Context: an optimization exercise on an open-source flow, tuned for small area. The choices shown serve that exercise and are no tape-out recipe.
RTL that was checked went through simulation tests only; none was proved equivalent to the original.
No activity file was given, so power comes from the tool's default toggle rates. The clock port is modelled as an ideal driver; clocking choices that lean on that would not hold on a real chip.

== run A ==
// m24aa01_eeprom
module m24aa01_eeprom (
  input  logic clock,
  input  logic rst_n,
  input  logic a0,
  input  logic a1,
  input  logic a2,
  input  logic wp,
  input  logic scl_i,
  input  logic sda_i,
  output logic sda_oe,
  output logic busy
);
make LEC_CHECK=0 CAP_MARGIN=20 CORE_MARGIN=2 CORE_UTILIZATION=70 CTS_BUF_LIST=sky130_fd_sc_hd__clkbuf_16 CTS_CLUSTER_DIAMETER=100 CTS_CLUSTER_SIZE=28 PLACE_DENSITY=0.8 SLEW_MARGIN=20 finish   # period 6.0 ns
run.sh (not shown) runs the stock make flow with config.mk's settings and CLKGATE_MAP_FILE= SYNTH_SCRIPT=/design/flow/synth_recipe.tcl, a recipe that flattens the netlist after the stock synthesis.
Setup changes, run A to run B
Settings: CTS_CLUSTER_DIAMETER: 100 -> 80; CTS_CLUSTER_SIZE: 28 -> 32.
--- outcome ---
- ~same design area in run A and run B
- Diff run B..run A | top-level port count | unchanged
- Changes observed in run B relative to run A: clock network fraction of design power lost 0.3 points, met2 capacity usage during global routing lost 0.79 points.
- Data-path buffer share of cell area in the final layout of run B is on par with run A.
- Relative to run A, the maximum frequency measured on run B has increased slightly.
- In the tables for run A and run B, sum of met2 wire segment lengths after detailed routing reads lower with run B.
- Summary: with run A as the reference, number of buffers inserted during clock tree synthesis in run B moved down by a little under 10%.
- Changes observed in run B relative to run A: count of clock-buffer cells in the layout fell by 4.3%, total power after layout fell by 61 uW, overall routing resource usage fell by 0.36 points.
> inputs changed (run B -> run C)
Settings: CTS_BUF_LIST now sky130_fd_sc_hd__clkbuf_8 sky130_fd_sc_hd__clkbuf_16, was sky130_fd_sc_hd__clkbuf_16; CTS_CLUSTER_SIZE now 16, was 32; CTS_CLUSTER_DIAMETER now 50, was 80.
Notes after the runs:
- Looking at total power across run B and run C, the one that comes out lower is run B.
- Layout-stage area growth over the synthesis result: lower on run B
- Re complex-gate fraction of the synthesized area: no difference whatsoever between run C and run B.
- The lower post-layout utilization of the core of run B and run C is in run B.
- Measured against each other, run B and run C differ in worst hold slack, the lower figure coming from run C.
- Run B → run C: clock buffer instance count of the final layout rose by 43; routed wire length up about 11%.
- Diff run B -> run C: combinational cell fraction of total power dropped 0.2 points, share of total power in the clock network picked up an extra 8.3 points.
- Result: PASS for each of run B and run C
No run of this note included a check of the RTL's function; only the layout flow was run.

---

Setup of wip/yarrow:
Another version of the RTL of m24aa01_eeprom (not shown whole).
For scale: about 1600 cells after synthesis, roughly 1200 flip-flops, about 10 I/O pins.
// m24aa01_eeprom
module m24aa01_eeprom (
  input  logic clock,
  input  logic rst_n,
  input  logic a0,
  input  logic a1,
  input  logic a2,
  input  logic wp,
  input  logic scl_i,
  input  logic sda_i,
  output logic sda_oe,
  output logic busy
);
  localparam int          AW         = 7;
  localparam int          OFFW       = 3;
  localparam int          PAGE_SIZE  = 8;
  localparam int          NPAGES     = 16;
  localparam int          TWC_CYCLES = 5000;
  localparam int          CW         = 13;
  localparam logic [7:0]  INIT_VALUE = 8'hFF;
  typedef enum logic [3:0] {
    S_IDLE,
    S_DEV_ADDR,
    S_DEV_ACK,
    S_WORD_ADDR,
    S_WORD_ACK,
    S_WR_DATA,
    S_WR_ACK,
    S_RD_DATA,
    S_RD_ACK
  } state_t;
  logic unused_pins;
  assign unused_pins = a0 ^ a1 ^ a2;
  logic scl_s1_q, scl_s2_q, scl_prev_q;
  logic sda_s1_q, sda_s2_q, sda_prev_q;
  always_ff @(posedge clock or negedge rst_n) begin
    if (!rst_n) begin
      scl_s1_q   <= 1'b1;
      scl_s2_q   <= 1'b1;
      scl_prev_q <= 1'b1;
      sda_s1_q   <= 1'b1;
      sda_s2_q   <= 1'b1;
      sda_prev_q <= 1'b1;
    end else begin
      scl_s1_q   <= scl_i;
      scl_s2_q   <= scl_s1_q;
      scl_prev_q <= scl_s2_q;
      sda_s1_q   <= sda_i;
      sda_s2_q   <= sda_s1_q;
      sda_prev_q <= sda_s2_q;
    end
  end
  logic scl_rise, scl_fall, start_det, stop_det;
  ...
Settings: LEC_CHECK=0, CAP_MARGIN=20, CORE_MARGIN=2, CORE_UTILIZATION=70, CTS_BUF_LIST=sky130_fd_sc_hd__clkbuf_16, CTS_CLUSTER_DIAMETER=80, CTS_CLUSTER_SIZE=32, PLACE_DENSITY=0.8, SLEW_MARGIN=20; clock period 6.0 ns.
standard.sh (not shown) runs the stock make flow with config.mk's settings and CLKGATE_MAP_FILE= SYNTH_SCRIPT=/design/flow/synth_recipe.tcl, a recipe that flattens the netlist after the stock synthesis.
==> flow/flow/run.sh <==
#!/bin/bash
# The standard layout (standard.sh) with two changes:
#  * synthesis runs flow/synth_area.tcl, the standard flow's synthesis script with ABC's
#    final mapping done by the area-oriented flow/abc_area.script;
#  * clock tree synthesis inserts no dummy loads.
# Each tool's full log is under orfs/logs/; make's output goes to
# flow_synth.log and flow_make.log in this folder.
set -euo pipefail
here=$(pwd)
export MY_ABC_SCRIPT="$here/flow/abc_area.script"
bash standard.sh "SYNTH_SCRIPT=$here/flow/synth_area.tcl" synth > flow_synth.log 2>&1
export CTS_ARGS="-sink_clustering_enable -repair_clock_nets -dont_use_dummy_load -sink_clustering_size 34 -sink_clustering_max_diameter 80 -buf_list sky130_fd_sc_hd__clkbuf_16"
bash standard.sh finish > flow_make.log 2>&1
==> flow/flow/abc_area.script <==
strash
balance
rewrite
refactor
balance
rewrite
rewrite -z
balance
refactor -z
rewrite -z
balance
dch
amap
topo
stime -c
==> flow/flow/synth_area.tcl <==
# The standard synthesis script (synth_recipe.tcl), except that the final
# ABC technology mapping uses the area-oriented script in $MY_ABC_SCRIPT in
# place of ORFS's speed script. Flip-flop mapping (dfflibmap) is unchanged,
# so the registers are those of the standard synthesis.
proc synth {args} { yosys synth -nofsm -noshare {*}$args }
proc abc {args} {
  set i [lsearch -exact $args -script]
  if {$i >= 0} { lset args [expr {$i + 1}] $::env(MY_ABC_SCRIPT) }
  yosys abc {*}$args
}
source $::env(SCRIPTS_DIR)/synth.tcl
# left out here: clear keep_hierarchy, flatten, clean up, hide names made inside functions, write 1_2_yosys.v
wip/yarrow: all stages complete, timing, DRC and antenna checks passed
Input-level comparison between wip/willow and wip/yarrow:
==> flow/flow/run.sh <==
#!/bin/bash
# The standard layout (the standard.sh), with clock tree synthesis run
# without dummy loads. Each tool's full log stays in orfs/logs/; the make
# output is kept in flow_make.log.
set -euo pipefail
export CTS_ARGS="-sink_clustering_enable -repair_clock_nets -dont_use_dummy_load -sink_clustering_size 32 -sink_clustering_max_diameter 80 -buf_list sky130_fd_sc_hd__clkbuf_16"
bash standard.sh finish > flow_make.log 2>&1
removed: flow/flow/abc_area.script
removed: flow/flow/synth_area.tcl
==> comparison <==
Going from wip/yarrow to wip/willow, met1 routing resource usage after global routing increased 0.46 points; number of fillers in the final layout increased 108. Compared with wip/yarrow, in wip/willow core utilization shrank by 0.35 points; detailed-route wire length shrank by 720 um; final area grew by about 2.6%; detailed placer's ending HPWL shrank by 3.4%; buffering overhead held steady. Of wip/yarrow and wip/willow, the run reporting the higher final RePlAce weighted congestion was wip/yarrow. wip/willow vs wip/yarrow: slew at the pin closest to its max-slew limit down.
Input-level comparison between wip/maple and wip/willow:
==> flow/flow/run.sh <==
#!/bin/bash
# The standard layout (standard.sh) with two changes:
#  * synthesis runs flow/synth_area.tcl, the standard flow's synthesis script with ABC's
#    final mapping done by the area-oriented flow/abc_area.script;
#  * clock tree synthesis inserts no dummy loads.
# Each tool's full log is under orfs/logs/; make's output goes to
# flow_synth.log and flow_make.log in this folder.
set -euo pipefail
here=$(pwd)
export MY_ABC_SCRIPT="$here/flow/abc_area.script"
bash standard.sh "SYNTH_SCRIPT=$here/flow/synth_area.tcl" synth > flow_synth.log 2>&1
export CTS_ARGS="-sink_clustering_enable -repair_clock_nets -dont_use_dummy_load -sink_clustering_size 35 -sink_clustering_max_diameter 80 -buf_list sky130_fd_sc_hd__clkbuf_16"
bash standard.sh finish > flow_make.log 2>&1
==> flow/flow/abc_area.script (new file) <==
strash
balance
rewrite
refactor
balance
rewrite
rewrite -z
balance
refactor -z
rewrite -z
balance
dch
amap
topo
stime -c
==> flow/flow/synth_area.tcl (new file) <==
# The standard synthesis script (synth_recipe.tcl), except that the final
# ABC technology mapping uses the area-oriented script in $MY_ABC_SCRIPT in
# place of ORFS's speed script. Flip-flop mapping (dfflibmap) is unchanged,
# so the registers are those of the standard synthesis.
proc synth {args} { yosys synth -nofsm -noshare {*}$args }
proc abc {args} {
  set i [lsearch -exact $args -script]
  if {$i >= 0} { lset args [expr {$i + 1}] $::env(MY_ABC_SCRIPT) }
  yosys abc {*}$args
}
source $::env(SCRIPTS_DIR)/synth.tcl
# left out here: clear keep_hierarchy, flatten, clean up, hide names made inside functions, write 1_2_yosys.v
Notes after the runs:
From wip/willow to wip/maple the numbers moved as follows: maximum operating frequency fell about 17%; global-route wire length before repair went down.
Master of the slowest instance on the critical path = sky130_fd_sc_hd__nor3_1: wip/maple; master of the slowest instance on the critical path = sky130_fd_sc_hd__o22ai_1: wip/willow
Relative to wip/willow, the number of antenna violations at the first check in global routing of wip/maple is higher by 2.
Delta (wip/maple minus wip/willow): number of global-route vias before repair moved down, post-placement setup slack moved down.
Changes in wip/xenon relative to wip/maple:
==> flow/run.sh (new file) <==
#!/bin/bash
# synth_recipe.tcl (not shown) runs the flow's synth.tcl, then flattens the netlist and writes it again
# the make line also repeats each setting of config.mk as NAME=value (left out here)
make -C /OpenROAD-flow-scripts/flow DESIGN_CONFIG=/design/flow/config.mk WORK_HOME=/design/flow/orfs CLKGATE_MAP_FILE= SYNTH_SCRIPT=/design/flow/synth_recipe.tcl finish
removed: flow/flow/run.sh
removed: flow/flow/abc_area.script
removed: flow/flow/synth_area.tcl
removed: flow/standard.sh
==> run notes <==
wip/xenon went all the way through the flow, and no timing, DRC or antenna check failed. On die outline width: between wip/xenon and wip/maple, it ends up lower for wip/maple. As of wip/xenon, core box area had risen by a few percent compared to wip/maple. On clock skew: wip/xenon sits below wip/maple. Status: starting utilization of the core area parity (wip/maple, wip/xenon). Comparing maximum VDD drop for wip/xenon and wip/maple, the smaller number came from wip/maple. Changes observed in wip/xenon relative to wip/maple: top achievable clock speed rose about 22%; area overhead of the layout relative to synthesis has remained practically unchanged; routed via count divided by cell count barely changed; fraction of met3 tracks used by global routing about even. As far as post-synthesis share of cell area spent on full adders, half adders and majority gates is concerned, wip/xenon and wip/maple perform about the same. Fraction of power consumed by the clock network, wip/xenon and wip/maple: larger value in wip/maple.

---

P:
m24aa01_eeprom, a different RTL version from the one above (not shown whole).
For scale: about 1800 cells after synthesis, ~1200 flip-flops, ~10 I/O pins, ~28000 µm² of cells after synthesis.
make LEC_CHECK=0 CAP_MARGIN=20 CORE_MARGIN=2 CORE_UTILIZATION=70 CTS_BUF_LIST=sky130_fd_sc_hd__clkbuf_16 CTS_CLUSTER_DIAMETER=45 CTS_CLUSTER_SIZE=38 PLACE_DENSITY=0.8 SLEW_MARGIN=20 finish   # period 6.0 ns
run.sh (not shown) runs the stock make flow with config.mk's settings and CLKGATE_MAP_FILE= SYNTH_SCRIPT=/design/flow/synth_recipe.tcl, a recipe that flattens the netlist after the stock synthesis.
Stock flow here: none of the scripts above is used.
Setup changes, P to Q
# P
export LEC_CHECK = 0
export CAP_MARGIN = 20
export CORE_MARGIN = 2
export CORE_UTILIZATION = 70
export CTS_BUF_LIST = sky130_fd_sc_hd__clkbuf_16
export CTS_CLUSTER_DIAMETER = 45
export CTS_CLUSTER_SIZE = 38
export PLACE_DENSITY = 0.8
export SLEW_MARGIN = 20
create_clock -name core_clock -period 6.0 [get_ports {clock}]
# Q
export LEC_CHECK = 0
export CAP_MARGIN = 20
export CORE_MARGIN = 2
export CORE_UTILIZATION = 70
export CTS_BUF_LIST = sky130_fd_sc_hd__clkbuf_16
export CTS_CLUSTER_DIAMETER = 80
export CTS_CLUSTER_SIZE = 32
export PLACE_DENSITY = 0.8
export SLEW_MARGIN = 20
create_clock -name core_clock -period 6.0 [get_ports {clock}]
Notes after the runs:
From P to Q, multi-input combinational gate total did not move at all.
Diff Q..P | area occupied by registers | unchanged
NOTE clock-buffer cell count P->Q decreased by more than a quarter
Detailed-routed wire length on met3 is higher on P
Where clock skew is concerned, P is outperformed by Q.

-- re-timing with driven ports --
The flow's constraints put no driver on any port. The routed layouts listed below were extracted and timed again, unchanged, in two steps. Step 1, drivers: a clkbuf_16 drives clock and a buf_2 each remaining input, both assumed. Step 2, shift: input delay + t, output delay - t, t = (earliest + latest rising clock arrival at the registers) / 2. This alone moves slack from input paths to output paths. a / b / c = no drivers / after step 1 / after step 2; a / b = the first two.
run | shift t [ns] | slack for setup (ns) | hold WS [ns] | worst data-port slew with drivers (ns)
run A | 0.663 | 2.381 / 2.381 / 2.381 | 0.316 / 0.316 / 0.316 | 0.03
run B | 0.659 | 2.399 / 2.399 / 2.399 | 0.319 / 0.319 / 0.319 | 0.03
run C | 0.671 | 2.364 / 2.364 / 2.364 | 0.315 / 0.315 / 0.315 | 0.03
wip/yarrow | 0.629 | 2.266 / 2.266 / 2.266 | 0.270 / 0.270 / 0.270 | 0.03
wip/willow | 0.619 | 2.872 / 2.872 / 2.872 | 0.273 / 0.273 / 0.273 | 0.03
wip/maple | 0.623 | 2.217 / 2.217 / 2.217 | 0.328 / 0.328 / 0.328 | 0.03
wip/xenon | 0.641 | 2.906 / 2.906 / 2.906 | 0.309 / 0.309 / 0.309 | 0.03
P | 0.695 | 2.674 / 2.674 / 2.674 | 0.315 / 0.315 / 0.315 | 0.03
Q | 0.651 | 2.618 / 2.618 / 2.618 | 0.323 / 0.323 / 0.323 | 0.03
After both steps setup and hold are still met in every run listed.
